This is an optimization exercise on Yosys and OpenROAD, whose aim is small area, not a production implementation.
In this exercise RTL edits were held to simulation tests only and were not proved equivalent to the original. No driver is modelled on the clock port, so clocking that relies on it looks cheaper here than on a real chip.

==> flow/design.v <==
package rv_pkg;
	typedef logic [32-1:0] word_t;  
	typedef logic [31:0] instr_t;  
	typedef logic [$clog2(32)-1:0] reg_idx_t;  
	typedef logic [3:0] alu_op_t;  
	typedef struct packed {
		alu_op_t op;  
		word_t a;  
		word_t b;  
		reg_idx_t rd;  
		logic write;  
		logic illegal;  
	} dec_op_t;
	typedef struct packed {
		reg_idx_t rd;  
		word_t value;  
		logic write;  
		logic illegal;  
	} result_t;
endpackage
`timescale 1ns/1ns
module int_core_top (
	input logic clk,
	input logic rst,
	input logic in_valid,
	output logic in_ready,
	input logic [31:0] in_instr,
	output logic res_valid,
	input logic res_ready,
	output logic [4:0] res_rd,
	output logic [31:0] res_value,
	output logic res_write,
	output logic res_illegal
);
	logic [4:0] ph;  
	logic clr;  
	logic in1;  
	logic in2;  
	logic cy;  
	logic lt;  
	logic [4:0] sh;  
	logic res_w;
	logic [6:0] opcode;
	logic [2:0] f3;
	logic [6:0] f7;
	logic [4:0] rd, rs1, rs2;
	logic is_op, is_imm, is_lui, legal, inv_b, is_shift;
	assign opcode = in_instr[6:0];
	assign f3 = in_instr[14:12];
	assign f7 = in_instr[31:25];
	assign rd = in_instr[11:7];
	assign rs1 = in_instr[19:15];
	assign rs2 = in_instr[24:20];
	assign is_op = (opcode == 7'b0110011);
	assign is_imm = (opcode == 7'b0010011);
	assign is_lui = (opcode == 7'b0110111);
	assign is_shift = !is_lui && f3[1:0] == 2'b01;
	always_comb begin
		legal = is_lui;
		if (is_op)
			legal = (f7 == 7'h00) || (f7 == 7'h20 && (f3 == 3'd0 || f3 == 3'd5));
		if (is_imm)
			legal = (f3 == 3'd1) ? (f7 == 7'h00) :
				(f3 == 3'd5) ? (f7 == 7'h00 || f7 == 7'h20) : 1'b1;
	end
	assign inv_b = (is_op && f3 == 3'd0 && f7[5]) || f3 == 3'd2 || f3 == 3'd3;
	logic [31:0] tail;  
	logic [31:0] wsel;  
	logic wbit;
	logic [31:0] ring [1:31];
	assign tail[0] = 1'b0;
	genvar r;
	generate
		for (r = 1; r < 32; r++) begin : g_ring
			assign tail[r] = ring[r][0];
			always_ff @(posedge clk) begin
				ring[r] <= {wsel[r] ? wbit : ring[r][0], ring[r][31:1]};
			end
		end
	endgenerate
	logic a_bit, b_reg, b_bit, imm_bit;
	assign a_bit = tail[rs1] & !clr;
	assign b_reg = tail[rs2] & !clr;
	always_comb begin
		if (is_lui)
			imm_bit = (ph >= 5'd12) ? in_instr[ph] : 1'b0;
		else
			imm_bit = (ph < 5'd12) ? in_instr[5'd20 + ph] : in_instr[31];
	end
	assign b_bit = is_op ? b_reg : imm_bit;
	logic bb, cin, sum, cout;
	assign bb = b_bit ^ inv_b;
	assign cin = (ph == 5'd0) ? inv_b : cy;
	assign sum = a_bit ^ bb ^ cin;
	assign cout = (a_bit & bb) | (a_bit & cin) | (bb & cin);
	logic [5:0] t;  
	logic shl_run;  
	logic [5:0] sidx;
	logic [32:0] sv;
	logic sbit;
	assign t = f3[2] ? {1'b0, sh} : (6'd32 - {1'b0, sh});
	assign shl_run = {1'b0, ph} < t;
	assign sidx = shl_run ? t : {1'b0, ph};
	assign sv = {a_bit, res_value};
	assign sbit = sv[sidx];
	logic rbit;
	always_comb begin
		case (f3)
			3'd0: rbit = sum;
			3'd2, 3'd3: rbit = (ph == 5'd0) & lt;
			3'd4: rbit = a_bit ^ b_bit;
			3'd6: rbit = a_bit | b_bit;
			3'd7: rbit = a_bit & b_bit;
			default: rbit = sbit;
		endcase
		if (is_lui)
			rbit = b_bit;
		if (!legal)
			rbit = 1'b0;
	end
	logic act1, act2, accept;
	assign act1 = ((ph == 5'd0) ? (!in2 && (!res_valid || res_ready)) : in1) && in_valid;
	assign act2 = in2 && in_valid;
	assign accept = act2 && ph == 5'd31;
	assign in_ready = accept;
	logic oin, oen;
	always_comb begin
		if (act1) begin
			oin = a_bit & f3[2];  
			oen = 1'b1;
		end else if (is_shift && legal) begin
			oin = f3[2] ? (f7[5] & res_value[31]) : a_bit;
			oen = act2 && shl_run;
		end else begin
			oin = rbit;
			oen = act2;
		end
	end
	assign wbit = rbit & !clr;
	always_comb begin
		for (int i = 0; i < 32; i++)
			wsel[i] = clr || (act2 && legal && rd == i[4:0]);
	end
	always_ff @(posedge clk) begin
		if (rst) begin
			ph <= 5'd0;
			clr <= 1'b1;
			in1 <= 1'b0;
			in2 <= 1'b0;
			res_valid <= 1'b0;
		end else begin
			ph <= ph + 5'd1;
			if (ph == 5'd31)
				clr <= 1'b0;
			in1 <= act1 && ph != 5'd31;
			if (ph == 5'd31)
				in2 <= act1;
			if (accept)
				res_valid <= 1'b1;
			else if (res_ready)
				res_valid <= 1'b0;
		end
	end
	always_ff @(posedge clk) begin
		cy <= cout;
		if (ph == 5'd31)
			lt <= f3[0] ? !cout : ((a_bit ^ b_bit) ? a_bit : !cout);
		for (int i = 0; i < 5; i++)
			if (ph == i[4:0])
				sh[i] <= b_bit;
		if (oen)
			res_value <= {oin, res_value[31:1]};
		if (accept) begin
			res_rd <= rd;
			res_w <= legal;
		end
	end
	assign res_write = res_w;
	assign res_illegal = !res_w;
endmodule
==> flow/config.mk <==
export PLATFORM = sky130hd
export DESIGN_NAME = int_core_top
export DESIGN_NICKNAME = int_core_top
export VERILOG_FILES = /design/flow/design.v
export SDC_FILE = /design/flow/constraint.sdc
export NUM_CORES = 4
export LEC_CHECK = 0
export CAP_MARGIN = 20
export CORE_MARGIN = 2
export CORE_UTILIZATION = 40
export SLEW_MARGIN = 20
==> flow/constraint.sdc <==
create_clock -name core_clock -period 6.0 [get_ports {clk}]
set_input_delay 1.2000 -clock core_clock [delete_from_list [all_inputs] [get_ports {clk}]]
set_output_delay 1.2000 -clock core_clock [all_outputs]
set_load 0.01 [all_outputs]
standard.sh (not shown) runs the stock make flow with config.mk's settings and CLKGATE_MAP_FILE= SYNTH_SCRIPT=/design/flow/synth_recipe.tcl, a recipe that flattens the netlist after the stock synthesis.
==> flow/flow/run.sh <==
#!/bin/bash
# Own layout flow: the standard ORFS flow (standard.sh, unchanged synthesis)
# with two changes: ports are buffered with the smallest buffer, and the clock
# tree is built without dummy loads and with the clock buffers listed here.
set -euo pipefail
export BUFFER_PORTS_ARGS="-buffer_cell sky130_fd_sc_hd__buf_1"
export CTS_ARGS="-sink_clustering_enable -repair_clock_nets -dont_use_dummy_load -buf_list sky130_fd_sc_hd__clkbuf_8"
bash standard.sh > standard.log 2>&1
==> next run, changes <==
--- a/flow/flow/run.sh
+++ b/flow/flow/run.sh
@@ -5,4 +5,4 @@
 set -euo pipefail
 export BUFFER_PORTS_ARGS="-buffer_cell sky130_fd_sc_hd__buf_1"
-export CTS_ARGS="-sink_clustering_enable -repair_clock_nets -dont_use_dummy_load -buf_list sky130_fd_sc_hd__clkbuf_8"
+export CTS_ARGS="-sink_clustering_enable -repair_clock_nets -dont_use_dummy_load -buf_list sky130_fd_sc_hd__clkbuf_16 -sink_clustering_size 35 -sink_clustering_max_diameter 80"
 bash standard.sh > standard.log 2>&1
Cell area shrinks by a few percent.
Hold slack got worse by 0.0058 ns.
Global-route usage fell by 0.96 points.
Area after synthesis does not change.
Clock skew went down by 0.0059 ns.
==> next run, changes <==
==> flow/flow/run.sh (replaced) <==
#!/bin/bash
# Own layout flow: the standard ORFS flow (standard.sh, unchanged synthesis)
# with two changes: ports are buffered with the smallest buffer, and the clock
# tree is built without dummy loads and with the clock buffers listed here.
set -euo pipefail
export BUFFER_PORTS_ARGS="-buffer_cell sky130_fd_sc_hd__buf_1"
export CTS_ARGS="-sink_clustering_enable -repair_clock_nets -dont_use_dummy_load -buf_list sky130_fd_sc_hd__clkbuf_16 -sink_clustering_size 30 -sink_clustering_max_diameter 100"
bash standard.sh > standard.log 2>&1
Settings changed: ABC_AREA from default to 1.
What happened:
- The new run finished clean
- non-clock buffer count is lower by 4
- global-route usage went up by 0.55 points
- worst setup slack is better by 0.42 ns

[static timing again, ports no longer ideal]
The flow's constraints put no driver on any port. The routed layouts listed below were extracted and timed again, unchanged, in two steps. Step 1 sets driving cells, clkbuf_16 on the clock port and buf_2 on the other inputs (assumed; they add their load-dependent delay and slew). Step 2 also shifts input and output timing later by t, the mid clock arrival at the registers, as if the neighbouring blocks saw the same clock. a / b / c = ideal ports / drivers / drivers and shift; a / b = the first two.
run | t (ns) | setup slack, ns | latest minus earliest clock arrival (ns) | worst data-port slew with drivers (ns)
the first run | 0.751 | 0.968 / 0.968 / 0.248 | 0.103 / 0.102 | 0.07
the second run | 0.617 | 0.904 / 0.906 / 0.288 | 0.093 / 0.093 | 0.08
the third run | 0.627 | 1.327 / 1.296 / 0.670 | 0.041 / 0.041 | 0.09
After both steps every run listed still meets setup and hold. For the first run, which loses most, drivers alone change the setup slack by 0.000 ns; drivers and shift together by -0.720 ns.
